Background: an optimization exercise with open tools, aiming at small area and a short achievable clock period. Do not read the settings as production practice. The RTL was checked by simulation tests, not by an equivalence proof against the original design. Power is estimated from default activity; no workload was simulated.

==> flow/design.v <==
`default_nettype none
module alu_result_stream (
  input  logic       clk,
  input  logic       reset,
  input  logic       clear,
  input  logic       wr_en,
  input  logic [7:0] wr_o,
  input  logic       wr_zr,
  input  logic       wr_ng,
  output logic       wr_full,
  output logic       overflow,
  output logic [7:0] count,
  output logic       rd_valid,
  input  logic       rd_ready,
  output logic [7:0] rd_o,
  output logic       rd_zr,
  output logic       rd_ng,
  output logic [4:0] rd_func,
  output logic [3:0] rd_opnd,
  output logic       rd_last
);
  localparam int ROWS = 18;
  localparam int COLS = 10;
  localparam logic [ROWS-1:0] C_ROW0 = ~(ROWS'(1));
  localparam logic [COLS-1:0] C_COL0 = ~(COLS'(1));
  logic [9:0]      r_mem [ROWS][COLS];
  logic [ROWS-1:0] r_wrow_n;    
  logic [COLS-1:0] r_wcol_n;
  localparam int RCOPIES = 4;   
  logic [ROWS-1:0] r_rrow [RCOPIES];  
  logic [COLS-1:0] r_rcol;
  logic [7:0]      r_count;
  logic [4:0]      r_func;
  logic [3:0]      r_opnd;
  logic            r_ovf;
  logic            r_full;
  logic            r_valid;
  logic            r_last;
  logic [9:0]      r_head;      
  logic            w_acc, w_pop;
  logic [9:0]      w_din;
  logic [9:0]      w_next;      
  assign w_din  = {wr_zr, wr_ng, wr_o};
  assign w_acc  = wr_en && !r_full;
  assign w_pop  = r_valid && rd_ready;
  logic [COLS-1:0] w_wcol_n;
  assign w_wcol_n = r_wcol_n | {COLS{r_full}};
  for (genvar r = 0; r < ROWS; r++) begin : g_wr
    for (genvar c = 0; c < COLS; c++) begin : g_wc
      if (r < ROWS - 1 || c < COLS - 1) begin : g_slot
        always_ff @(posedge clk) begin
          if (!(r_wrow_n[r] || w_wcol_n[c])) begin
            r_mem[r][c] <= w_din;
          end
        end
      end
    end
  end
  logic [9:0] w_colsel [COLS];
  always_comb begin
    for (int c = 0; c < COLS; c++) begin
      w_colsel[c] = '0;
      for (int r = 0; r < ROWS; r++) begin
        if (r < ROWS - 1 || c < COLS - 1) begin
          w_colsel[c] = w_colsel[c] |
                        (r_mem[r][c] & {10{r_rrow[c * RCOPIES / COLS][r]}});
        end
      end
    end
    w_next = '0;
    for (int c = 0; c < COLS; c++) begin
      w_next = w_next | (w_colsel[c] & {10{r_rcol[c]}});
    end
  end
  logic w_wwrap, w_rwrap;
  assign w_wwrap = !r_wcol_n[COLS-1] || (!r_wrow_n[ROWS-1] && !r_wcol_n[COLS-2]);
  assign w_rwrap = r_rcol[COLS-1] || (r_rrow[0][ROWS-1] && r_rcol[COLS-2]);
  logic c_is0, c_is1, c_is179;
  assign c_is0   = !r_valid;
  assign c_is1   = (r_count == 8'd1);
  assign c_is179 = (r_count == 8'd179);
  logic i_is178, i_is179;
  assign i_is178 = (r_func == 5'd17) && (r_opnd == 4'd8);
  assign i_is179 = (r_func == 5'd17) && (r_opnd == 4'd9);
  always_ff @(posedge clk or negedge reset) begin
    if (!reset) begin
      r_wrow_n <= C_ROW0;
      r_wcol_n <= C_COL0;
      for (int k = 0; k < RCOPIES; k++) r_rrow[k] <= ROWS'(1);
      r_rcol   <= COLS'(1);
      r_count  <= 8'd0;
      r_func   <= 5'd0;
      r_opnd   <= 4'd0;
      r_ovf    <= 1'b0;
      r_full   <= 1'b0;
      r_valid  <= 1'b0;
      r_last   <= 1'b0;
      r_head   <= 10'd0;
    end else if (clear) begin
      r_wrow_n <= C_ROW0;
      r_wcol_n <= C_COL0;
      for (int k = 0; k < RCOPIES; k++) r_rrow[k] <= ROWS'(1);
      r_rcol   <= COLS'(1);
      r_count  <= 8'd0;
      r_func   <= 5'd0;
      r_opnd   <= 4'd0;
      r_ovf    <= 1'b0;
      r_full   <= 1'b0;
      r_valid  <= 1'b0;
      r_last   <= 1'b0;
      r_head   <= 10'd0;
    end else begin
      if (wr_en && r_full) begin
        r_ovf <= 1'b1;
      end
      if (w_acc && !(c_is0 || (c_is1 && w_pop))) begin
        if (w_wwrap) begin
          r_wcol_n <= C_COL0;
          r_wrow_n <= {r_wrow_n[ROWS-2:0], r_wrow_n[ROWS-1]};
        end else begin
          r_wcol_n <= {r_wcol_n[COLS-2:0], r_wcol_n[COLS-1]};
        end
      end
      if (w_pop && !c_is1) begin
        if (w_rwrap) begin
          r_rcol   <= COLS'(1);
          for (int k = 0; k < RCOPIES; k++) begin
            r_rrow[k] <= {r_rrow[k][ROWS-2:0], r_rrow[k][ROWS-1]};
          end
        end else begin
          r_rcol   <= {r_rcol[COLS-2:0], r_rcol[COLS-1]};
        end
      end
      if (w_pop) begin
        if (r_opnd == 4'd9) begin
          r_opnd <= 4'd0;
          r_func <= (r_func == 5'd17) ? 5'd0 : r_func + 5'd1;
        end else begin
          r_opnd <= r_opnd + 4'd1;
        end
      end
      case ({w_acc, w_pop})
        2'b10: begin
          r_count <= r_count + 8'd1;
          r_full  <= c_is179;
          r_valid <= 1'b1;
        end
        2'b01: begin
          r_count <= r_count - 8'd1;
          r_full  <= 1'b0;
          r_valid <= !c_is1;
        end
        default: ;
      endcase
      if (w_pop) begin
        r_last <= i_is178 && (w_acc || !c_is1);
      end else begin
        r_last <= i_is179 && (w_acc || !c_is0);
      end
      if (c_is0 || (c_is1 && w_pop)) begin
        r_head <= w_acc ? w_din : 10'd0;
      end else if (w_pop) begin
        r_head <= w_next;
      end
    end
  end
  assign wr_full  = r_full;
  assign overflow = r_ovf;
  assign count    = r_count;
  assign rd_valid = r_valid;
  assign rd_o     = r_head[7:0];
  assign rd_ng    = r_head[8];
  assign rd_zr    = r_head[9];
  assign rd_func  = r_func;
  assign rd_opnd  = r_opnd;
  assign rd_last  = r_last;
endmodule
`default_nettype wire
==> flow/run.sh <==
#!/bin/bash
# synth_recipe.tcl (not shown) runs the flow's synth.tcl, then flattens the netlist and writes it again
# the make line also repeats each setting of config.mk as NAME=value (left out here)
make -C /OpenROAD-flow-scripts/flow DESIGN_CONFIG=/design/flow/config.mk WORK_HOME=/design/flow/orfs CLKGATE_MAP_FILE= SYNTH_SCRIPT=/design/flow/synth_recipe.tcl finish
==> flow/config.mk <==
export PLATFORM = sky130hd
export DESIGN_NAME = alu_result_stream
export DESIGN_NICKNAME = alu_result_stream
export VERILOG_FILES = /design/flow/design.v
export SDC_FILE = /design/flow/constraint.sdc
export NUM_CORES = 4
export LEC_CHECK = 0
export CAP_MARGIN = 30
export CORE_MARGIN = 2
export CORE_UTILIZATION = 70
export CTS_BUF_LIST = sky130_fd_sc_hd__clkbuf_16
export CTS_CLUSTER_DIAMETER = 150
export CTS_CLUSTER_SIZE = 28
export SETUP_SLACK_MARGIN = 3.05
export SLEW_MARGIN = 30
==> flow/constraint.sdc <==
create_clock -name core_clock -period 5.5 [get_ports {clk}]
set_input_delay 1.1000 -clock core_clock [delete_from_list [all_inputs] [get_ports {clk}]]
set_output_delay 1.1000 -clock core_clock [all_outputs]
set_load 0.01 [all_outputs]
==> qor.txt, run 1 <==
Sum Neg Setup Slack = 0 ns
Warnings, synthesis = 4
CTS tree = done
Simple-gate share of the synthesized area = 4.84%
Worst reg-to-reg path cell count = 3
Unique masters post-synth = 50
Top FF cell, synth = edfxtp_1
Vias per cell = 7.52
PortBufs = 45
Die Y = 322 um
Reg2Reg Launch Point = r_full
Clock transition at path regs = 0.11 ns
CP Buf/Inv Count = 1
Largest net degree at the start of global routing = 128
Number of global-route vias before repair = 38.7k
Hold buffers post-CTS = 0
Final layout net count = 4,202
R2r endpoint = r_mem[161][6]
Util after Layout = 76.9%
WL/cell = 36.0 um
First-pass GRT wire length = 278,000 um
Synthesized Nets = 4,142
CP required = 4.40 ns
Register area share after synthesis = 81.2%
Post-synth EDFFs = 1,790
Post-Route Skew = 0.0391 ns
Die area = 103,000 sq um
Post-Syn Instances = 4,122
Status = timing/DRC/antenna clean
Family with the most delay on the worst path = flip-flops
Pre-Repair DR Iteration Count = 7
Synth Area in Compound Gates = 12.0%
Core ar. = 100,000 sq um
Leakage = 24.4 nW
Total number of vias = 41.6k
Min-Delay Path Class = in2async
CTS buffer count = 78
GP Congestion = 0.938
Synth Area in XOR/XNOR = 0.0993%
Crit end category = primary output
Clock latency (worst-skew pair) = 0.72 ns
Total Power = 0.0257 W
Tot GR Track Use = 38.2%
Final setup vio count = 0
Crit-path slowest cell = dfrtp_4
Final Hold Vio Count = 0
Io pins = 46
Initial DRC count = 7,147
Crit-path max FO = 2
Routed wire length = 199,000 um
Tcrit/Tclk final = 45.9%
Final slew viol count = 0
Flop-to-flop setup slack = 3.02 ns
CP arrival = 1.42 ns
Initial core utilization = 70.6%
Cell Rows = 116
Antenna Nets Post-Route = 0
Grt ovf = 0
Power Dens Cells = 334 nW/um^2
Die W = 322 um
Post-synthesis to final-layout area growth = 9.00%
Startpoint types = flip-flop
CTS Buffer Depth = 3
Critical path cell sequence = buf_6
Post-DP HPWL = 118,000 um
Htree depth = 3
Adder-cell share of the synthesized area = 0.0886%
Sink Count = 1,931
Achievable frequency = 396 MHz
Post-route insts no fill = 5,532
Post-synthesis cell area = 70,600 sq um
Placed cell count = 5,307
Finished Cell Area = 77,000 sq um
Post-placement cell area = 72,700 sq um
Max-Slew Margin vs Limit = 24.6%
Maximum vdd drop = 0.000410 V
Post-synth ARST share = 7.30%
Combinational family with the most area after synthesis = compound AO/OA/AOI/OAI gates
Yosys reg bits = 1,931
Max-cap viol count = 0
RSZ-0062 raised after global routing = yes
Slew @ Worst Pin = 1.13 ns
Critical path class = reg2out
Tmin final = 2.52 ns
CTS root buf = clkbuf_16
Antenna violations before repair = 5
Fraction of layout cells with a size suffix above 1 = 17.4%
Mux cell area share after synthesis = 0.0443%
CP max stage delay = 0.56 ns
Mean post-synth cell area = 17.1 sq um
DRC Markers = 0
==> flip-flops by register name (all words and copies together), names as in the netlist, 4 cells and up <==
name	cells
r_count	8
r_func	5
r_rrow	72
r_rcol	10
r_wrow_n	18
r_opnd	4
r_mem	1790
r_wcol_n	10
r_head	10
==> per-stage QoR <==
step           worst slack [ns]  hold WS, ns
2_1_floorplan              3.20        0.450
3_3_place_gp               1.36        0.470
3_5_place_dp               1.76        0.498
4_1_cts                    2.96        0.516
5_1_grt                    2.96        0.507
6_report                   2.98        0.462
==> cell type report <==
class	count	area, sq um
flip-flops and latches	1931	57500
clock inverters	50	208
diodes	1	2.50
well taps	1298	1620
multi-input cells	1915	13400
fillers	5526	23100
repair buffers	250	2260
inverters	6	22.5
clock buffers	81	2030
==> cell usage after synthesis, drive strengths merged (31+ instances only) <==
cell | n | area (sq um)
dfstp | 31 | 815
buf | 123 | 618
o21ai | 219 | 1110
clkbuf | 150 | 572
a22oi | 501 | 3760
a221oi | 190 | 1660
nand2 | 234 | 886
nand4 | 121 | 757
a22o | 190 | 1660
nand3 | 117 | 586
dfrtp | 110 | 2750
nor2 | 233 | 875
edfxtp | 1790 | 53800
==> metal layers <==
layer	vias up	global-route usage, %	share of wire (%)
met5	-	0	0.021
met4	8	14.2	4.1
met3	431	9.40	15
met2	3212	56.5	45
met1	21100	56.4	36
li1	16800	-	-
==> where the power goes <==
group | total [W] | internal (W) | leakage [nW] | switching (W)
sequential | 0.0171 | 0.0165 | 18.0 | 0.000599
clock | 0.00695 | 0.00271 | 1.26 | 0.00424
combinational | 0.00161 | 0.000434 | 5.14 | 0.00118
==> worst max path at each step <==
| stage | startpoint | cells past startpoint | slack, ns | end |
|---|---|---|---|---|
| after floorplan | clear | 7 | 3.20 | r_head[0] |
| after global placement | rd_ready | 7 | 1.36 | r_rrow[0][6] |
| after detailed placement | rd_ready | 6 | 1.76 | r_rrow[0][7] |
| after CTS | r_full | 1 | 2.96 | wr_full |
| after global routing | r_rrow[0][13] | 8 | 2.96 | r_head[6] |
| final | r_full | 1 | 2.98 | wr_full |
==> placed cells by master (no fill, tap or decap), types with 47 or more instances in the layout <==
cell / count
o21ai_0: 67
dfrtp_1: 47
nand2_1: 233
a22oi_1: 501
a221oi_1: 142
nand4_1: 121
nor2_1: 87
nand3_1: 114
a22o_1: 190
nor2_2: 138
o21ai_1: 73
o21ai_2: 57
a221oi_2: 48
inv_1: 51
edfxtp_1: 1790
buf_4: 163
clkbuf_16: 83
==> logic make-up (layout without fill, tap and decap cells) <==
kind of cell | count (synthesis) | count (layout)
flops | 1931 | 1931
compound gates | 1140 | 1141
simple gates | 756 | 758
buf+inv | 279 | 387
xor+xnor | 8 | 8
fa+ha+maj | 5 | 5
mux | 3 | 3
other cells | 0 | 1
==> what timing repair did <==
item	CTS	global route
resized for setup	398	155
setup buffers	45	40
gates cloned	2	3
hold endpoints to repair	0	0
pin swaps	23	73
setup endpoints to repair	403	332
==> inputs of run 2 (changes only) <==
--- a/flow/design.v
+++ b/flow/design.v
@@ -97,3 +97,2 @@
       r_last   <= 1'b0;
-      r_head   <= 10'd0;
     end else if (clear) begin
@@ -110,3 +109,2 @@
       r_last   <= 1'b0;
-      r_head   <= 10'd0;
     end else begin
@@ -159,7 +157,14 @@
       end
-      if (c_is0 || (c_is1 && w_pop)) begin
-        r_head <= w_acc ? w_din : 10'd0;
-      end else if (w_pop) begin
-        r_head <= w_next;
-      end
+    end
+  end
+  logic       w_hnext;
+  logic [9:0] w_hother;
+  assign w_hnext  = !clear && w_pop && !c_is1;
+  assign w_hother = (clear || (!w_acc && (c_is0 || (c_is1 && w_pop)))) ? 10'd0 :
+                    (c_is0 || (c_is1 && w_pop)) ? w_din : r_head;
+  always_ff @(posedge clk or negedge reset) begin
+    if (!reset) begin
+      r_head <= 10'd0;
+    end else begin
+      r_head <= w_hnext ? w_next : w_hother;
     end
==> qor.txt, run 2 <==
Leakage = 24.7 nW
R2r endpoint = r_head[2]
Final layout net count = 4,191
Vias per cell = 7.66
Clock network power share = 26.7%
Min setup slack post-route = 2.76 ns
Reg2Reg Launch Point = r_rrow[2][4]
Grt ovf = 0
Max-Slew Margin vs Limit = 31.8%
Post-route insts no fill = 5,529
CP max stage delay = 0.55 ns
Crit-path slowest cell = dfrtp_4
Largest net degree at the start of global routing = 129
Warnings, synthesis = 4
Combinational family with the most area after synthesis = compound AO/OA/AOI/OAI gates
Most frequent cell after synthesis = edfxtp_1
PortBufs = 45
Cell internal pwr = 0.0199 W
Family with the most delay on the worst path = compound AO/OA/AOI/OAI gates
Number of global-route vias before repair = 40.2k
Pre-Repair DR Iteration Count = 6
Hold buffers post-CTS = 0
Most frequent cells in the layout = 1,790 x edfxtp_1, 500 x a22oi_1, 210 x a22o_1
Crit-path most repeated cell = nand4_1
CTS Buffer Depth = 3
Final slew viol count = 0
Die area = 103,000 sq um
DP Worst Slack = 1.39 ns
Htree depth = 3
CP arrival = 3.34 ns
Min-Delay Path Class = in2async
Reg with most FFs = r_mem
Switching Power = 0.00619 W
Tcrit/Tclk final = 49.9%
Crit-path max FO = 8
Sequential Power Share = 66.5%
GP Congestion = 0.879
Clock latency (worst-skew pair) = 0.73 ns
Post-synthesis cell area = 70,500 sq um
Cell Rows = 116
Post-Route Skew = 0.0281 ns
Slew @ Worst Pin = 1.02 ns
Total number of vias = 42.4k
Mean post-synth cell area = 17.4 sq um
Max-cap viol count = 0
Maximum vdd drop = 0.000341 V
Max reg flops = 1,790
Initial DRC count = 7,468
Clock transition at path regs = 0.11 ns
Fraction of layout cells with a size suffix above 1 = 18.1%
Top cells by area, synth = edfxtp_1 76%, a22oi_1 5.3%, dfrtp_1 3.9%, a22o_1 2.6%, a221oi_1 2.3%
Synthesized Nets = 4,081
Achievable frequency = 365 MHz
Tot GR Track Use = 39.9%
Die W = 321 um
Simple-gate share of the synthesized area = 4.61%
Synth top area share = 76.2%
Antenna Nets Post-Route = 0
Switching share of power = 23.7%
Post-Syn Instances = 4,061
Post-synth ARST share = 7.30%
Top cells by count, synth = 1,790 x edfxtp_1, 500 x a22oi_1, 238 x nor2_1
Total Power = 0.0261 W
Tmin final = 2.74 ns
Sink Count = 1,931
Synth Area in XOR/XNOR = 0.0994%
CTS buffer count = 78
Worst reg-to-reg path cell count = 8
Antenna violations before repair = 6
Yosys reg bits = 1,931
Placed cell count = 5,254
Post-synth EDFFs = 1,790
Util after Layout = 77.2%
Status = timing/DRC/antenna clean
Critical path cell sequence = buf_12, a22o_1, a221oi_2, nand4_1, o21ai_2, nand4_1, or2_0, o221a_1
Register area share after synthesis = 81.3%
Post-DP HPWL = 116,000 um
Adder-cell share of the synthesized area = 0.0887%
Final setup vio count = 0
WL/cell = 37.1 um
Sum Neg Setup Slack = 0 ns
Synth Area in Compound Gates = 12.2%
Most common cell after layout, fill and taps aside = edfxtp_1
RSZ-0062 raised after global routing = yes
Combinational fraction of design power = 6.8%
Largest regs = r_mem: 1790 flops, r_rrow: 72 flops, r_wrow_n: 18 flops
Post-synth top area cell = edfxtp_1
CTS root buf = clkbuf_16
Routed wire length = 205,000 um
Crit end category = flip-flop
Post-synthesis to final-layout area growth = 9.56%
Critical path class = reg2reg
Flop-to-flop setup slack = 2.76 ns
DRC Markers = 0
Core ar. = 100,000 sq um
Top FF cell, synth = edfxtp_1
CTS tree = done
Io pins = 46
CP Buf/Inv Count = 1
Initial core utilization = 70.5%
CP required = 6.10 ns
First-pass GRT wire length = 289,000 um
Startpoint types = flip-flop
Mux cell area share after synthesis = 0.0461%
Unique masters post-synth = 55
Die Y = 321 um
Power Dens Cells = 338 nW/um^2
Final Hold Vio Count = 0
[run 2: what timing repair did]
item                       4_1_cts  5_1_grt
setup buffers                   89       33
cloned                          10        1
gates resized for setup        449       44
pin swaps                       75       46
setup endpoints to repair      270      135
[run 2: worst max path at each step]
stage	from	end	slack, ns	cells past startpoint
2_1_floorplan	rd_ready	r_rrow[2][1]	3.08	9
3_3_place_gp	rd_ready	r_rrow[0][2]	1.56	8
3_5_place_dp	rd_ready	r_rrow[0][1]	1.39	8
4_1_cts	r_rrow[2][4]	r_head[2]	2.90	8
5_1_grt	r_rrow[3][2]	r_head[2]	2.79	8
6_report	r_rrow[2][4]	r_head[2]	2.76	8
[run 2: kinds of logic after synthesis]
family	count (synthesis)
xor+xnor	8
mux	3
simple gates	703
buf+inv	275
flops	1931
compound gates	1136
fa+ha+maj	5
[run 2: final cells by class]
cell class / count / area, sq um
timing repair buffer: 293 / 2760
clock inverter: 58 / 238
fill: 5551 / 22800
inverter: 7 / 28.8
multi-input combinational: 1860 / 13100
sequential: 1931 / 57500
clock buffer: 81 / 2030
antenna: 1 / 2.50
tap: 1298 / 1620
[run 2: metrics by stage]
step / hold slack (ns) / instance area, sq um
4_1_cts: 0.500 / 76600
6_report: 0.443 / 77200
3_3_place_gp: 0.490 / 72400
3_5_place_dp: 0.495 / 72700
2_1_floorplan: 0.450 / 70500
5_1_grt: 0.503 / 77200
[run 2: layer usage]
layer	up-vias	global-route usage [%]	routed length (um)	part of all wire [%]
met4	8	17.2	10800	5.3
met1	21400	57.6	72100	35
met2	3590	59.3	92400	45
met5	-	0	62	0.030
li1	16800	-	-	-
met3	597	9.60	29600	14
[run 2: power by group through the flow]
stage               Clock (W)  Sequential (W)  Combinational (W)
finish                0.00697          0.0174            0.00176
detailed placement          0          0.0176            0.00151
global route          0.00742          0.0173            0.00184
CTS                   0.00693          0.0173            0.00168
global placement            0          0.0176            0.00143
floorplan                   0          0.0172           0.000801
==> inputs of run 3 (changes only) <==
--- a/flow/design.v
+++ b/flow/design.v
@@ -23,7 +23,5 @@
   localparam int COLS = 10;
-  localparam logic [ROWS-1:0] C_ROW0 = ~(ROWS'(1));
-  localparam logic [COLS-1:0] C_COL0 = ~(COLS'(1));
   logic [9:0]      r_mem [ROWS][COLS];
-  logic [ROWS-1:0] r_wrow_n;    
-  logic [COLS-1:0] r_wcol_n;
+  logic [4:0]      r_wrow;      
+  logic [3:0]      r_wcol;
   localparam int RCOPIES = 4;   
@@ -45,4 +43,8 @@
   assign w_pop  = r_valid && rd_ready;
-  logic [COLS-1:0] w_wcol_n;
-  assign w_wcol_n = r_wcol_n | {COLS{r_full}};
+  logic [ROWS-1:0] w_wrow;
+  logic [COLS-1:0] w_wcol;
+  always_comb begin
+    for (int r = 0; r < ROWS; r++) w_wrow[r] = (r_wrow == 5'(r));
+    for (int c = 0; c < COLS; c++) w_wcol[c] = (r_wcol == 4'(c)) && !r_full;
+  end
   for (genvar r = 0; r < ROWS; r++) begin : g_wr
@@ -51,3 +53,3 @@
         always_ff @(posedge clk) begin
-          if (!(r_wrow_n[r] || w_wcol_n[c])) begin
+          if (w_wrow[r] && w_wcol[c]) begin
             r_mem[r][c] <= w_din;
@@ -75,3 +77,3 @@
   logic w_wwrap, w_rwrap;
-  assign w_wwrap = !r_wcol_n[COLS-1] || (!r_wrow_n[ROWS-1] && !r_wcol_n[COLS-2]);
+  assign w_wwrap = (r_wcol == 4'd9) || (r_wrow == 5'd17 && r_wcol == 4'd8);
   assign w_rwrap = r_rcol[COLS-1] || (r_rrow[0][ROWS-1] && r_rcol[COLS-2]);
@@ -86,4 +88,4 @@
     if (!reset) begin
-      r_wrow_n <= C_ROW0;
-      r_wcol_n <= C_COL0;
+      r_wrow   <= 5'd0;
+      r_wcol   <= 4'd0;
       for (int k = 0; k < RCOPIES; k++) r_rrow[k] <= ROWS'(1);
@@ -97,5 +99,6 @@
       r_last   <= 1'b0;
+      r_head   <= 10'd0;
     end else if (clear) begin
-      r_wrow_n <= C_ROW0;
-      r_wcol_n <= C_COL0;
+      r_wrow   <= 5'd0;
+      r_wcol   <= 4'd0;
       for (int k = 0; k < RCOPIES; k++) r_rrow[k] <= ROWS'(1);
@@ -109,2 +112,3 @@
       r_last   <= 1'b0;
+      r_head   <= 10'd0;
     end else begin
@@ -115,6 +119,6 @@
         if (w_wwrap) begin
-          r_wcol_n <= C_COL0;
-          r_wrow_n <= {r_wrow_n[ROWS-2:0], r_wrow_n[ROWS-1]};
+          r_wcol <= 4'd0;
+          r_wrow <= (r_wrow == 5'd17) ? 5'd0 : r_wrow + 5'd1;
         end else begin
-          r_wcol_n <= {r_wcol_n[COLS-2:0], r_wcol_n[COLS-1]};
+          r_wcol <= r_wcol + 4'd1;
         end
@@ -157,14 +161,7 @@
       end
-    end
-  end
-  logic       w_hnext;
-  logic [9:0] w_hother;
-  assign w_hnext  = !clear && w_pop && !c_is1;
-  assign w_hother = (clear || (!w_acc && (c_is0 || (c_is1 && w_pop)))) ? 10'd0 :
-                    (c_is0 || (c_is1 && w_pop)) ? w_din : r_head;
-  always_ff @(posedge clk or negedge reset) begin
-    if (!reset) begin
-      r_head <= 10'd0;
-    end else begin
-      r_head <= w_hnext ? w_next : w_hother;
+      if (c_is0 || (c_is1 && w_pop)) begin
+        r_head <= w_acc ? w_din : 10'd0;
+      end else if (w_pop) begin
+        r_head <= w_next;
+      end
     end
--- a/flow/config.mk
+++ b/flow/config.mk
@@ -12,4 +12,4 @@
 export CTS_CLUSTER_DIAMETER = 150
-export CTS_CLUSTER_SIZE = 28
-export SETUP_SLACK_MARGIN = 3.05
+export CTS_CLUSTER_SIZE = 27
+export SETUP_SLACK_MARGIN = 3.0
 export SLEW_MARGIN = 30
==> qor.txt, run 3 <==
Status = timing/DRC/antenna clean
Crit end category = flip-flop
Reg with most FFs = r_mem
Grt ovf = 0
Largest net degree at the start of global routing = 133
DRC Markers = 0
Filler Cells Inserted = 5,415
Clock transition at path regs = 0.11 ns
PortBufs = 45
Simple-gate share of the synthesized area = 4.98%
Min-Delay Path Class = in2async
Initial DRC count = 7,896
Max reg flops = 1,790
Most frequent cell after synthesis = edfxtp_1
Worst reg-to-reg path cell count = 4
Achievable frequency = 365 MHz
Final Hold Vio Count = 0
Most frequent cells in the layout = 1,790 x edfxtp_1, 501 x a22oi_1, 228 x buf_4
GP Congestion = 0.940
Routed wire length = 202,000 um
Sum Neg Setup Slack = 0 ns
Most common cell after layout, fill and taps aside = edfxtp_1
RSZ-0062 raised after global routing = yes
DP Worst Slack = 1.66 ns
Antenna Nets Post-Route = 0
Synthesized Nets = 4,085
Sink Count = 1,912
Unique masters post-synth = 51
Top cells by area, synth = edfxtp_1 77%, a22oi_1 5.4%, dfrtp_1 4.2%, a221oi_1 2.4%, a22o_1 2.4%
Tcrit/Tclk final = 49.8%
Met2 wire length = 92,800 um
Combinational family with the most area after synthesis = compound AO/OA/AOI/OAI gates
FF/Latch Area = 56,900 sq um
Final slew viol count = 0
Synth top area share = 76.5%
CTS tree = done
CP required = 5.85 ns
Leakage = 24.4 nW
Max-cap viol count = 0
Post-synth top area cell = edfxtp_1
WL/cell = 36.3 um
Post-Route Skew = 0.0310 ns
Register area share after synthesis = 80.9%
Total number of vias = 42.1k
Top Metal Used = met5
Vias per cell = 7.56
Synth Area in Compound Gates = 12.1%
Warnings, synthesis = 4
Final setup vio count = 0
Cell Rows = 116
Maximum vdd drop = 0.000314 V
Number of global-route vias before repair = 39.3k
Post-synthesis to final-layout area growth = 10.9%
Post-DP HPWL = 117,000 um
Post-synth ARST share = 6.38%
Mux cell area share after synthesis = 0.0641%
CP max stage delay = 0.64 ns
Largest regs = r_mem: 1790 flops, r_rrow: 72 flops
First-pass GRT wire length = 281,000 um
Die W = 321 um
Top cells by count, synth = 1,790 x edfxtp_1, 501 x a22oi_1, 211 x nor2_1
Slew @ Worst Pin = 1.24 ns
CP arrival = 3.09 ns
CTS buffer count = 80
Io pins = 46
Initial core utilization = 70.4%
Die Y = 321 um
Crit-path slowest cell = nand2_2
Met3 wire length = 28,400 um
Yosys reg bits = 1,912
Tmin final = 2.74 ns
Post-synthesis cell area = 70,200 sq um
Htree depth = 3
Tot GR Track Use = 38.8%
Max-Slew Margin vs Limit = 17.3%
CTS Buffer Depth = 3
Multi-input gate area = 14,200 sq um
Adder-cell share of the synthesized area = 0.249%
Reg2Reg Launch Point = r_wrow[1]
Total Power = 0.0248 W
Flop-to-flop setup slack = 2.76 ns
Crit-path max FO = 10
Core ar. = 99,700 sq um
Post-synth EDFFs = 1,790
Pre-Repair DR Iteration Count = 9
Final layout net count = 4,242
Post-Syn Instances = 4,056
CTS root buf = clkbuf_16
Die area = 103,000 sq um
Hold buffers post-CTS = 0
Critical path cell sequence = ha_1, nor2b_1, nand2_2, nor2_4
R2r endpoint = r_mem[34][2]
Fraction of layout cells with a size suffix above 1 = 17.6%
Top FF cell, synth = edfxtp_1
Power Dens Cells = 318 nW/um^2
Met1 WL = 71,800 um
Mean post-synth cell area = 17.3 sq um
Critical path class = reg2reg
Min setup slack post-route = 2.76 ns
Antenna violations before repair = 4
Clock latency (worst-skew pair) = 0.71 ns
Synth Area in XOR/XNOR = 0.112%
Startpoint types = flip-flop
run 3: cell types whose count changed after synthesis, moves of 22 or more:
cell	change
nand2b_1	+74
clkbuf_1	-55
buf_2	+41
nand2_1	-36
nor2_1	-27
o21ai_1	+27
dfstp_2	-26
nand3_1	+22
run 3: cell families after synthesis:
logic type | count (synthesis)
simple gates | 723
xor+xnor | 9
fa+ha+maj | 14
flops | 1912
mux | 4
compound gates | 1133
buf+inv | 261
run 3: power by group:
| part | total (W) | internal [W] | leakage (nW) | switching (W) |
|---|---|---|---|---|
| Combinational | 0.00166 | 0.000426 | 5.45 | 0.00124 |
| Sequential | 0.0162 | 0.0161 | 17.7 | 0.000166 |
| Clock | 0.00691 | 0.00271 | 1.25 | 0.00420 |
run 3: layout make-up:
cell class                      count  share of cell area [%]
Sequential cell                  1912                    73.1
Multi-Input combinational cell   1887                    18.3
Timing Repair Buffer              320                    3.64
Clock buffer                       81                    2.60
Tap cell                         1298                    2.09
Clock inverter                     49                   0.267
Inverter                           12                  0.0610
Antenna cell                        1                 0.00321
run 3: critical path, delay by kind of cell, from the launching register on:
kind	cells	cell delay (ns)
adders and majority gates	1	0.24
DFF	1	0.43
and+or+nand+nor	3	1.70
run 3: worst max-delay path by stage:
| stage | cells after the start | startpoint | end |
|---|---|---|---|
| after global placement | 7 | rd_ready | r_rrow[1][1] |
| final | 4 | r_wrow[1] | r_mem[34][2] |
| after CTS | 5 | r_wrow[0] | r_mem[104][3] |
| after global routing | 4 | r_wrow[1] | r_mem[34][2] |
| after floorplan | 8 | wr_en | r_count[7] |
| after detailed placement | 7 | rd_ready | r_rrow[0][7] |
run 3: routing by layer:
layer,vias to the layer above,track usage [%]
li1,16900,-
met1,21200,56.1
met5,-,0
met4,6,14.7
met2,3541,58.7
met3,467,9.32
run 3: timing repair:
item | 4_1_cts | 5_1_grt
resized for setup | 455 | 220
pin swaps | 37 | 58
endpoints found under the setup margin | 1551 | 1748
cloned | 3 | 5
buffers inserted | 60 | 31
run 3: stage by stage:
stage          std cells  area, sq um  util, %  hold slack [ns]
3_5_place_dp        5328        72800     73.0            0.494
2_1_floorplan       4056        70200        -            0.514
6_report            5560        77900     78.1            0.425
3_3_place_gp        5326        72600     72.8            0.494
5_1_grt             5559        77900     78.1            0.477
4_1_cts             5521        76500     76.7            0.483
==> inputs of run 4 (changes only) <==
--- a/flow/design.v
+++ b/flow/design.v
@@ -23,5 +23,7 @@
   localparam int COLS = 10;
+  localparam logic [ROWS-1:0] C_ROW0 = ~(ROWS'(1));
+  localparam logic [COLS-1:0] C_COL0 = ~(COLS'(1));
   logic [9:0]      r_mem [ROWS][COLS];
-  logic [4:0]      r_wrow;      
-  logic [3:0]      r_wcol;
+  logic [ROWS-1:0] r_wrow_n;    
+  logic [COLS-1:0] r_wcol_n;
   localparam int RCOPIES = 4;   
@@ -35,2 +37,4 @@
   logic            r_valid;
+  logic            r_full_o;    
+  logic            r_valid_o;   
   logic            r_last;
@@ -43,15 +47,7 @@
   assign w_pop  = r_valid && rd_ready;
-  logic [ROWS-1:0] w_wrow;
-  logic [COLS-1:0] w_wcol;
-  always_comb begin
-    for (int r = 0; r < ROWS; r++) w_wrow[r] = (r_wrow == 5'(r));
-    for (int c = 0; c < COLS; c++) w_wcol[c] = (r_wcol == 4'(c)) && !r_full;
-  end
   for (genvar r = 0; r < ROWS; r++) begin : g_wr
     for (genvar c = 0; c < COLS; c++) begin : g_wc
-      if (r < ROWS - 1 || c < COLS - 1) begin : g_slot
-        always_ff @(posedge clk) begin
-          if (w_wrow[r] && w_wcol[c]) begin
-            r_mem[r][c] <= w_din;
-          end
+      always_ff @(posedge clk) begin
+        if (!(r_wrow_n[r] || r_wcol_n[c])) begin
+          r_mem[r][c] <= w_din;
         end
@@ -65,6 +61,4 @@
       for (int r = 0; r < ROWS; r++) begin
-        if (r < ROWS - 1 || c < COLS - 1) begin
-          w_colsel[c] = w_colsel[c] |
-                        (r_mem[r][c] & {10{r_rrow[c * RCOPIES / COLS][r]}});
-        end
+        w_colsel[c] = w_colsel[c] |
+                      (r_mem[r][c] & {10{r_rrow[c * RCOPIES / COLS][r]}});
       end
@@ -77,4 +71,4 @@
   logic w_wwrap, w_rwrap;
-  assign w_wwrap = (r_wcol == 4'd9) || (r_wrow == 5'd17 && r_wcol == 4'd8);
-  assign w_rwrap = r_rcol[COLS-1] || (r_rrow[0][ROWS-1] && r_rcol[COLS-2]);
+  assign w_wwrap = !r_wcol_n[COLS-1];
+  assign w_rwrap = r_rcol[COLS-1];
   logic c_is0, c_is1, c_is179;
@@ -88,4 +82,4 @@
     if (!reset) begin
-      r_wrow   <= 5'd0;
-      r_wcol   <= 4'd0;
+      r_wrow_n <= C_ROW0;
+      r_wcol_n <= C_COL0;
       for (int k = 0; k < RCOPIES; k++) r_rrow[k] <= ROWS'(1);
@@ -101,4 +95,4 @@
     end else if (clear) begin
-      r_wrow   <= 5'd0;
-      r_wcol   <= 4'd0;
+      r_wrow_n <= C_ROW0;
+      r_wcol_n <= C_COL0;
       for (int k = 0; k < RCOPIES; k++) r_rrow[k] <= ROWS'(1);
@@ -119,6 +113,6 @@
         if (w_wwrap) begin
-          r_wcol <= 4'd0;
-          r_wrow <= (r_wrow == 5'd17) ? 5'd0 : r_wrow + 5'd1;
+          r_wcol_n <= C_COL0;
+          r_wrow_n <= {r_wrow_n[ROWS-2:0], r_wrow_n[ROWS-1]};
         end else begin
-          r_wcol <= r_wcol + 4'd1;
+          r_wcol_n <= {r_wcol_n[COLS-2:0], r_wcol_n[COLS-1]};
         end
@@ -168,6 +162,18 @@
   end
-  assign wr_full  = r_full;
+  logic w_inc, w_dec;
+  assign w_inc = w_acc && !w_pop;
+  assign w_dec = w_pop && !w_acc;
+  always_ff @(posedge clk or negedge reset) begin
+    if (!reset) begin
+      r_full_o  <= 1'b0;
+      r_valid_o <= 1'b0;
+    end else begin
+      r_full_o  <= !clear && ((w_inc && c_is179) || (!w_inc && !w_dec && r_full_o));
+      r_valid_o <= !clear && (w_inc || (w_dec && !c_is1) || (!w_inc && !w_dec && r_valid_o));
+    end
+  end
+  assign wr_full  = r_full_o;
   assign overflow = r_ovf;
   assign count    = r_count;
-  assign rd_valid = r_valid;
+  assign rd_valid = r_valid_o;
   assign rd_o     = r_head[7:0];
==> qor.txt, run 4 <==
Tot GR Track Use = 39.6%
Combinational fraction of design power = 4.0%
Number of global-route vias before repair = 39.7k
Min setup slack post-route = 2.91 ns
GR Util met2 = 59.8%
Post-synthesis cell area = 71,100 sq um
Status = timing/DRC/antenna clean
Die W = 323 um
Met3 GRT Util = 10.5%
CTS buffer count = 81
Initial DRC count = 7,882
Io pins = 46
Antenna Nets Post-Route = 0
Achievable frequency = 387 MHz
Sum Neg Setup Slack = 0 ns
WL/cell = 36.9 um
Warnings, synthesis = 4
Fraction of layout cells with a size suffix above 1 = 16.5%
Largest net degree at the start of global routing = 129
Top cells by area, synth = edfxtp_1 76%, a22oi_1 5.3%, dfrtp_1 3.9%, a221oi_1 2.5%, a22o_1 2.5%
Clock transition at path regs = 0.11 ns
CTS tree = done
Yosys reg bits = 1,943
GR Util met1 = 55.8%
Max-Slew Margin vs Limit = 15.0%
First-pass GRT wire length = 287,000 um
Largest regs = r_mem: 1800 flops, r_rrow: 72 flops, r_wrow_n: 18 flops
PortBufs = 45
Sequential Power Share = 67.1%
Min-Delay Path Class = in2async
Htree depth = 3
Util after Layout = 77.3%
GP Congestion = 0.952
Maximum vdd drop = 0.000278 V
Post-DP HPWL = 119,000 um
CP required = 6.09 ns
Leakage = 24.2 nW
Final Hold Vio Count = 0
Initial core utilization = 70.8%
Top cells by count, synth = 1,800 x edfxtp_1, 500 x a22oi_1, 216 x nor2_1
Final setup vio count = 0
Die area = 104,000 sq um
Startpoint types = flip-flop
Mean post-synth cell area = 17.4 sq um
Unique masters post-synth = 51
Sink Count = 1,943
Max-cap viol count = 0
Final slew viol count = 0
Pre-Repair DR Iteration Count = 8
Top FF cell, synth = edfxtp_1
Synthesized Nets = 4,113
Antenna violations before repair = 5
Most frequent cell after synthesis = edfxtp_1
Switching Power = 0.00508 W
Crit end category = flip-flop
Switching share of power = 21.0%
Busiest grt layer = met2
Hold Slack = 0.334 ns
Most common cell after layout, fill and taps aside = edfxtp_1
Post-Route Skew = 0.0241 ns
DRC Markers = 0
Cell internal pwr = 0.0192 W
CTS Buffer Depth = 3
Die Y = 323 um
Final layout net count = 4,210
Hold buffers post-CTS = 0
Register area share after synthesis = 81.2%
Tcrit/Tclk final = 47.0%
Most frequent cells in the layout = 1,800 x edfxtp_1, 500 x a22oi_1, 205 x buf_4
Power Dens Cells = 312 nW/um^2
Post-synthesis to final-layout area growth = 9.23%
RSZ-0062 raised after global routing = yes
Post-Syn Instances = 4,091
Max reg flops = 1,800
Post-synth ARST share = 7.36%
CP arrival = 3.18 ns
Grt ovf = 0
Critical path class = reg2reg
Synth top area share = 76.1%
Slew @ Worst Pin = 1.27 ns
Vias per cell = 7.51
Clock latency (worst-skew pair) = 0.71 ns
Reg with most FFs = r_mem
CTS root buf = clkbuf_16
Core ar. = 100,000 sq um
DP Worst Slack = 1.85 ns
Total number of vias = 42.1k
Post-synth top area cell = edfxtp_1
Cell Rows = 116
Crit-path max FO = 18
Routed wire length = 207,000 um
Tmin final = 2.59 ns
Post-synth EDFFs = 1,800
Clock network power share = 28.9%
[run 4: changes by cell type after synthesis, moves of 16 or more]
cell / before / now
nand2_1: 137 / 109
o21ai_0: 152 / 173
buf_2: 95 / 23
o21ai_1: 44 / 8
dfstp_2: 5 / 31
o22a_1: 1 / 17
clkbuf_1: 98 / 211
[run 4: through the flow]
stage / total power, W / instances / instance area, sq um
after floorplan: 0.0169 / 4091 / 71100
after global placement: 0.0174 / 5366 / 73300
after detailed placement: 0.0174 / 5368 / 73600
after global routing: 0.0247 / 5602 / 77600
after CTS: 0.0241 / 5551 / 76600
final: 0.0242 / 5604 / 77600
[run 4: cells by family after synthesis]
family                     Yosys count  share of synthesized area, %
DFF                               1943                          81.2
AOI/OAI and AO/OA                 1158                          12.2
and+or+nand+nor                    690                          4.77
buffers and inverters              282                          1.57
adders and majority gates            7                         0.123
muxes                                1                        0.0158
xor gates and xnor gates            10                         0.123
[run 4: timing repair]
action | 4_1_cts | 5_1_grt
pin swaps | 24 | 56
buffers inserted | 42 | 44
hold endpoints to repair | 0 | 0
resized for setup | 325 | 107
gates cloned | 1 | 3
setup endpoints to repair | 136 | 52
[run 4: area by class of cell]
type / instances / area, sq um
Sequential cell: 1943 / 57800
Fill cell: 5625 / 22800
Multi-Input combinational cell: 1868 / 13300
Timing Repair Buffer: 288 / 2550
Clock buffer: 81 / 2030
Tap cell: 1357 / 1700
Clock inverter: 59 / 241
Inverter: 6 / 25.0
Antenna cell: 2 / 5.00
[run 4: final timing paths]
check	startpoint	to	slack [ns]	cells past startpoint
worst min-delay path	reset	r_rrow[1][2]	0.33	1
min in group core_clock	r_ovf	r_ovf	0.54	2
worst max-delay path	r_rrow[0][14]	r_head[8]	2.91	8
max in group asynchronous	reset	r_rrow[2][17]	3.88	2
worst min register to register	r_ovf	r_ovf	0.54	2
worst max register to register	r_rrow[0][14]	r_head[8]	2.91	8
[run 4: power groups by stage]
stage | Clock (W) | Sequential [W] | Combinational, W
after floorplan | 0 | 0.0165 | 0.000368
after global placement | 0 | 0.0166 | 0.000810
after detailed placement | 0 | 0.0166 | 0.000839
after CTS | 0.00695 | 0.0163 | 0.000892
after global routing | 0.00743 | 0.0163 | 0.00102
final | 0.00700 | 0.0163 | 0.000980
[run 4: metal layers]
metal  vias to the layer above  wire length (um)
li1                      16900                 -
met1                     21200             72200
met2                      3508             94400
met3                       557             30400
met4                         4              9970
met5                         -                25
[run 4: worst max-delay path, cell delays in order, from the launching register on]
cell and delay [ns]:
dfrtp_4 0.62, buf_4 0.29, a22o_1 0.23, a221oi_1 0.21, nand4_1 0.13, o21ai_0 0.47
nand4_1 0.21, nor3_2 0.23, o31ai_1 0.09
==> inputs of run 5 (changes only) <==
--- a/flow/design.v
+++ b/flow/design.v
@@ -28,5 +28,4 @@
   logic [COLS-1:0] r_wcol_n;
-  localparam int RCOPIES = 4;   
-  logic [ROWS-1:0] r_rrow [RCOPIES];  
-  logic [COLS-1:0] r_rcol;
+  logic [ROWS-1:0] r_rrow_n;    
+  logic [COLS-1:0] r_rcol_n;
   logic [7:0]      r_count;
@@ -37,4 +36,2 @@
   logic            r_valid;
-  logic            r_full_o;    
-  logic            r_valid_o;   
   logic            r_last;
@@ -47,7 +44,11 @@
   assign w_pop  = r_valid && rd_ready;
+  logic [COLS-1:0] w_wcol_n;
+  assign w_wcol_n = r_wcol_n | {COLS{r_full}};
   for (genvar r = 0; r < ROWS; r++) begin : g_wr
     for (genvar c = 0; c < COLS; c++) begin : g_wc
-      always_ff @(posedge clk) begin
-        if (!(r_wrow_n[r] || r_wcol_n[c])) begin
-          r_mem[r][c] <= w_din;
+      if (r < ROWS - 1 || c < COLS - 1) begin : g_slot
+        always_ff @(posedge clk) begin
+          if (!(r_wrow_n[r] || w_wcol_n[c])) begin
+            r_mem[r][c] <= w_din;
+          end
         end
@@ -56,14 +57,30 @@
   end
+  localparam int PAIRS = ROWS / 2;
+  logic [9:0] w_pair [COLS][PAIRS];    
   logic [9:0] w_colsel [COLS];
+  for (genvar c = 0; c < COLS; c++) begin : g_rc
+    for (genvar p = 0; p < PAIRS; p++) begin : g_rp
+      for (genvar b = 0; b < 10; b++) begin : g_rb
+        if (2 * p + 1 < ROWS - 1 || c < COLS - 1) begin : g_two
+          ars_oai22 u_pair (
+            .a_n(r_rrow_n[2*p]),   .a(r_mem[2*p][c][b]),
+            .b_n(r_rrow_n[2*p+1]), .b(r_mem[2*p+1][c][b]),
+            .y(w_pair[c][p][b])
+          );
+        end else begin : g_one
+          assign w_pair[c][p][b] = !(r_rrow_n[2*p] || r_mem[2*p][c][b]);
+        end
+      end
+    end
+  end
   always_comb begin
     for (int c = 0; c < COLS; c++) begin
-      w_colsel[c] = '0;
-      for (int r = 0; r < ROWS; r++) begin
-        w_colsel[c] = w_colsel[c] |
-                      (r_mem[r][c] & {10{r_rrow[c * RCOPIES / COLS][r]}});
+      w_colsel[c] = '1;
+      for (int p = 0; p < PAIRS; p++) begin
+        w_colsel[c] = w_colsel[c] & ~w_pair[c][p];
       end
     end
-    w_next = '0;
+    w_next = '1;
     for (int c = 0; c < COLS; c++) begin
-      w_next = w_next | (w_colsel[c] & {10{r_rcol[c]}});
+      w_next = w_next & (w_colsel[c] | {10{r_rcol_n[c]}});
     end
@@ -71,4 +88,4 @@
   logic w_wwrap, w_rwrap;
-  assign w_wwrap = !r_wcol_n[COLS-1];
-  assign w_rwrap = r_rcol[COLS-1];
+  assign w_wwrap = !r_wcol_n[COLS-1] || (!r_wrow_n[ROWS-1] && !r_wcol_n[COLS-2]);
+  assign w_rwrap = !r_rcol_n[COLS-1] || (!r_rrow_n[ROWS-1] && !r_rcol_n[COLS-2]);
   logic c_is0, c_is1, c_is179;
@@ -84,4 +101,4 @@
       r_wcol_n <= C_COL0;
-      for (int k = 0; k < RCOPIES; k++) r_rrow[k] <= ROWS'(1);
-      r_rcol   <= COLS'(1);
+      r_rrow_n <= C_ROW0;
+      r_rcol_n <= C_COL0;
       r_count  <= 8'd0;
@@ -97,4 +114,4 @@
       r_wcol_n <= C_COL0;
-      for (int k = 0; k < RCOPIES; k++) r_rrow[k] <= ROWS'(1);
-      r_rcol   <= COLS'(1);
+      r_rrow_n <= C_ROW0;
+      r_rcol_n <= C_COL0;
       r_count  <= 8'd0;
@@ -121,8 +138,6 @@
         if (w_rwrap) begin
-          r_rcol   <= COLS'(1);
-          for (int k = 0; k < RCOPIES; k++) begin
-            r_rrow[k] <= {r_rrow[k][ROWS-2:0], r_rrow[k][ROWS-1]};
-          end
+          r_rcol_n <= C_COL0;
+          r_rrow_n <= {r_rrow_n[ROWS-2:0], r_rrow_n[ROWS-1]};
         end else begin
-          r_rcol   <= {r_rcol[COLS-2:0], r_rcol[COLS-1]};
+          r_rcol_n <= {r_rcol_n[COLS-2:0], r_rcol_n[COLS-1]};
         end
@@ -162,18 +177,6 @@
   end
-  logic w_inc, w_dec;
-  assign w_inc = w_acc && !w_pop;
-  assign w_dec = w_pop && !w_acc;
-  always_ff @(posedge clk or negedge reset) begin
-    if (!reset) begin
-      r_full_o  <= 1'b0;
-      r_valid_o <= 1'b0;
-    end else begin
-      r_full_o  <= !clear && ((w_inc && c_is179) || (!w_inc && !w_dec && r_full_o));
-      r_valid_o <= !clear && (w_inc || (w_dec && !c_is1) || (!w_inc && !w_dec && r_valid_o));
-    end
-  end
-  assign wr_full  = r_full_o;
+  assign wr_full  = r_full;
   assign overflow = r_ovf;
   assign count    = r_count;
-  assign rd_valid = r_valid_o;
+  assign rd_valid = r_valid;
   assign rd_o     = r_head[7:0];
@@ -185,2 +188,11 @@
 endmodule
+module ars_oai22 (
+  input  logic a_n,
+  input  logic a,
+  input  logic b_n,
+  input  logic b,
+  output logic y
+);
+  assign y = !((a_n || a) && (b_n || b));
+endmodule
 `default_nettype wire
--- a/flow/config.mk
+++ b/flow/config.mk
@@ -12,4 +12,5 @@
 export CTS_CLUSTER_DIAMETER = 150
-export CTS_CLUSTER_SIZE = 27
-export SETUP_SLACK_MARGIN = 3.0
+export CTS_CLUSTER_SIZE = 25
+export SETUP_SLACK_MARGIN = 3.1
 export SLEW_MARGIN = 30
+export SYNTH_HIERARCHICAL = 1
==> qor.txt, run 5 <==
Status = timing/DRC/antenna clean
Achievable frequency = 365 MHz
Worst reg-to-reg path cell count = 8
Startpoint types = flip-flop
RSZ-0062 raised after global routing = yes
Reg with most FFs = r_mem
Util after Layout = 81.9%
Final Hold Vio Count = 0
Post-synth ARST share = 4.64%
Min-Delay Path Class = in2async
Total Power = 0.0298 W
Largest regs = r_mem: 1790 flops, r_rrow_n: 18 flops, r_wrow_n: 18 flops
Unique masters post-synth = 53
CP required = 6.13 ns
Total number of vias = 42.3k
Maximum vdd drop = 0.000393 V
Initial core utilization = 70.4%
Htree depth = 3
Tot GR Track Use = 42.6%
Warnings, synthesis = 13
Pre-Repair DR Iteration Count = 9
Top cells by count, synth = 1,790 x edfxtp_1, 890 x o22ai_1, 322 x nor2_1
Post-synth top area cell = edfxtp_1
Max-cap viol count = 0
Post-synthesis cell area = 66,600 sq um
Sink Count = 1,877
Clock latency (worst-skew pair) = 0.69 ns
Max reg flops = 1,790
Cell Rows = 113
Post-Syn Instances = 3,749
Most frequent cells in the layout = 1,790 x edfxtp_1, 880 x o22ai_1, 177 x nor2_1
Tmin final = 2.74 ns
PortBufs = 45
Final layout net count = 4,148
Filler Cells Inserted = 4,528
Hold Slack = 0.387 ns
Number of global-route vias before repair = 39.1k
Tcrit/Tclk final = 49.8%
Post-route insts no fill = 5,467
CP arrival = 3.37 ns
Mean post-synth cell area = 17.8 sq um
Synthesized Nets = 3,769
Antenna violations before repair = 8
CTS buffer count = 85
Most frequent cell after synthesis = edfxtp_1
Top cells by area, synth = edfxtp_1 81%, o22ai_1 8.4%, dfstp_2 2.1%, nor2_1 1.8%, dfrtp_1 1.3%
CTS Buffer Depth = 3
Leakage = 24.3 nW
Post-DP HPWL = 106,000 um
Reg2Reg Launch Point = r_rrow_n[15]
First-pass GRT wire length = 289,000 um
Sum Neg Setup Slack = 0 ns
Core ar. = 94,600 sq um
Fraction of layout cells with a size suffix above 1 = 21.6%
Post-Route Skew = 0.0281 ns
CTS root buf = clkbuf_16
Most common cell after layout, fill and taps aside = edfxtp_1
Post-synthesis to final-layout area growth = 16.3%
Grt ovf = 0
Top FF cell, synth = edfxtp_1
DRC Markers = 0
Initial DRC count = 8,060
Clock transition at path regs = 0.10 ns
Flop-to-flop setup slack = 2.76 ns
Power Dens Cells = 384 nW/um^2
WL/cell = 39.2 um
Slew @ Worst Pin = 1.17 ns
Placed cell count = 5,070
Post-synth EDFFs = 1,790
Yosys reg bits = 1,877
Die Y = 312 um
CTS tree = done
Die W = 312 um
Synth top area share = 80.7%
Max-Slew Margin vs Limit = 22.1%
Vias per cell = 7.73
Register area share after synthesis = 84.1%
Antenna Nets Post-Route = 0
Die area = 97,600 sq um
Routed wire length = 214,000 um
Crit end category = flip-flop
GP Congestion = 0.892
Largest net degree at the start of global routing = 133
Crit-path max FO = 11
Final slew viol count = 0
Critical path class = reg2reg
Worst Setup SP = r_rrow_n[15]
R2r endpoint = r_head[3]
Final setup vio count = 0
Io pins = 46
run 5: cell types whose count changed after synthesis, sizes merged, moves of 89 or more:
cell,change
nor4,+132
nand3,-101
o21ai,-135
o22ai,+890
a31oi,+99
a22oi,-490
a221oi,-198
nor2,+107
nand4,-118
nor3,+89
a22o,-200
clkbuf,-154
run 5: cell type report:
class | count | area, sq um | share of cell area [%]
timing repair buffer | 359 | 4670 | 6.03
multi-input combinational | 1798 | 12600 | 16.2
clock buffer | 89 | 2230 | 2.88
tap | 1265 | 1580 | 2.04
sequential | 1877 | 56100 | 72.4
inverter | 7 | 30.0 | 0.0388
clock inverter | 68 | 282 | 0.364
antenna | 4 | 10.0 | 0.0129
run 5: logic make-up (layout without fill, tap and decap cells):
logic type | count (synthesis) | after routing | share of synthesized area [%]
buffers and inverters | 78 | 523 | 0.515
other | 0 | 4 | 0
AOI/OAI and AO/OA | 1078 | 1082 | 10.2
xor gates and xnor gates | 11 | 11 | 0.156
and+or+nand+nor | 692 | 692 | 4.87
adders and majority gates | 5 | 5 | 0.0939
muxes | 8 | 8 | 0.120
DFF | 1877 | 1877 | 84.1
run 5: how the worst max path moves through the flow:
stage / end / slack [ns]
2_1_floorplan: r_head[1] / 3.12
3_3_place_gp: r_head[3] / 1.51
3_5_place_dp: r_head[3] / 1.64
4_1_cts: r_head[1] / 2.94
5_1_grt: r_head[9] / 2.80
6_report: r_head[3] / 2.76
run 5: what timing repair did:
action	CTS	global route
gates resized for setup	416	139
hold buffers	0	0
cloned	18	13
setup endpoints to repair	739	450
buffers inserted	147	52
pin swaps	68	69
endpoints found under the hold margin	0	0
run 5: Yosys stat by module, one instance, submodules excluded:
module             flops+latches  cell area, sq um  cells
alu_result_stream           1877             61000   2859
ars_oai22                      0              6.26      1
run 5: metal layers:
layer	track usage [%]	vias to the layer above	part of all wire, %	routed length (um)
met5	0	-	0.025	54
met2	61.6	4078	44	94200
li1	-	16500	-	-
met3	12.7	757	17	37400
met1	60.2	21000	32	68100
met4	21.7	8	6.8	14500
run 5: power by group:
group	switching [W]	total, W	internal (W)
logic	0.00369	0.00552	0.00183
registers	0.000636	0.0170	0.0164
clock network	0.00423	0.00720	0.00297
run 5: stage by stage:
step	worst slack, ns	area (sq um)
2_1_floorplan	3.12	66600
3_3_place_gp	1.51	69100
3_5_place_dp	1.64	69200
4_1_cts	2.94	75600
5_1_grt	2.80	77400
6_report	2.76	77400
run 5: worst max-delay path: stages (launching register included):
cell	delay (ns)
dfstp_4	0.69
buf_4	0.25
clkbuf_16	0.28
o22ai_1	0.10
nor4_2	0.44
a31oi_4	0.21
nor4_4	0.42
nand3_1	0.16
nand2_1	0.09

## what the ideal ports hide
Ports are ideal in the flow. The routed layouts listed here were re-timed in OpenROAD.
Step 1 (the two cells are an assumption about what drives the block):
set clk [get_ports {clk}]
set_driving_cell -lib_cell sky130_fd_sc_hd__clkbuf_16 $clk
set_driving_cell -lib_cell sky130_fd_sc_hd__buf_2 [delete_from_list [all_inputs] $clk]
Step 2, shift: input delay + t, output delay - t, t = (earliest + latest rising clock arrival at the registers) / 2. This alone moves slack from input paths to output paths.
Three values: ideal ports, drivers, drivers and shift; two values: the first two.
| run | shift t [ns] | slack for setup (ns) | slew at the worst register clock pin (ns) | pins driven straight from the clock port |
|---|---|---|---|---|
| run 1 | 0.767 | 2.978 / 2.907 / 2.269 | 0.12 / 0.12 | 1 |
| run 2 | 0.785 | 2.758 / 2.758 / 2.209 | 0.11 / 0.11 | 1 |
| run 3 | 0.772 | 2.759 / 2.759 / 2.302 | 0.11 / 0.11 | 1 |
| run 4 | 0.776 | 2.914 / 2.914 / 2.375 | 0.11 / 0.11 | 1 |
| run 5 | 0.764 | 2.762 / 2.762 / 2.382 | 0.10 / 0.10 | 1 |
After both steps setup and hold are still met in every run listed. The setup slack of run 1, which loses most, moves by -0.071 ns with the drivers and by -0.709 ns with both steps.
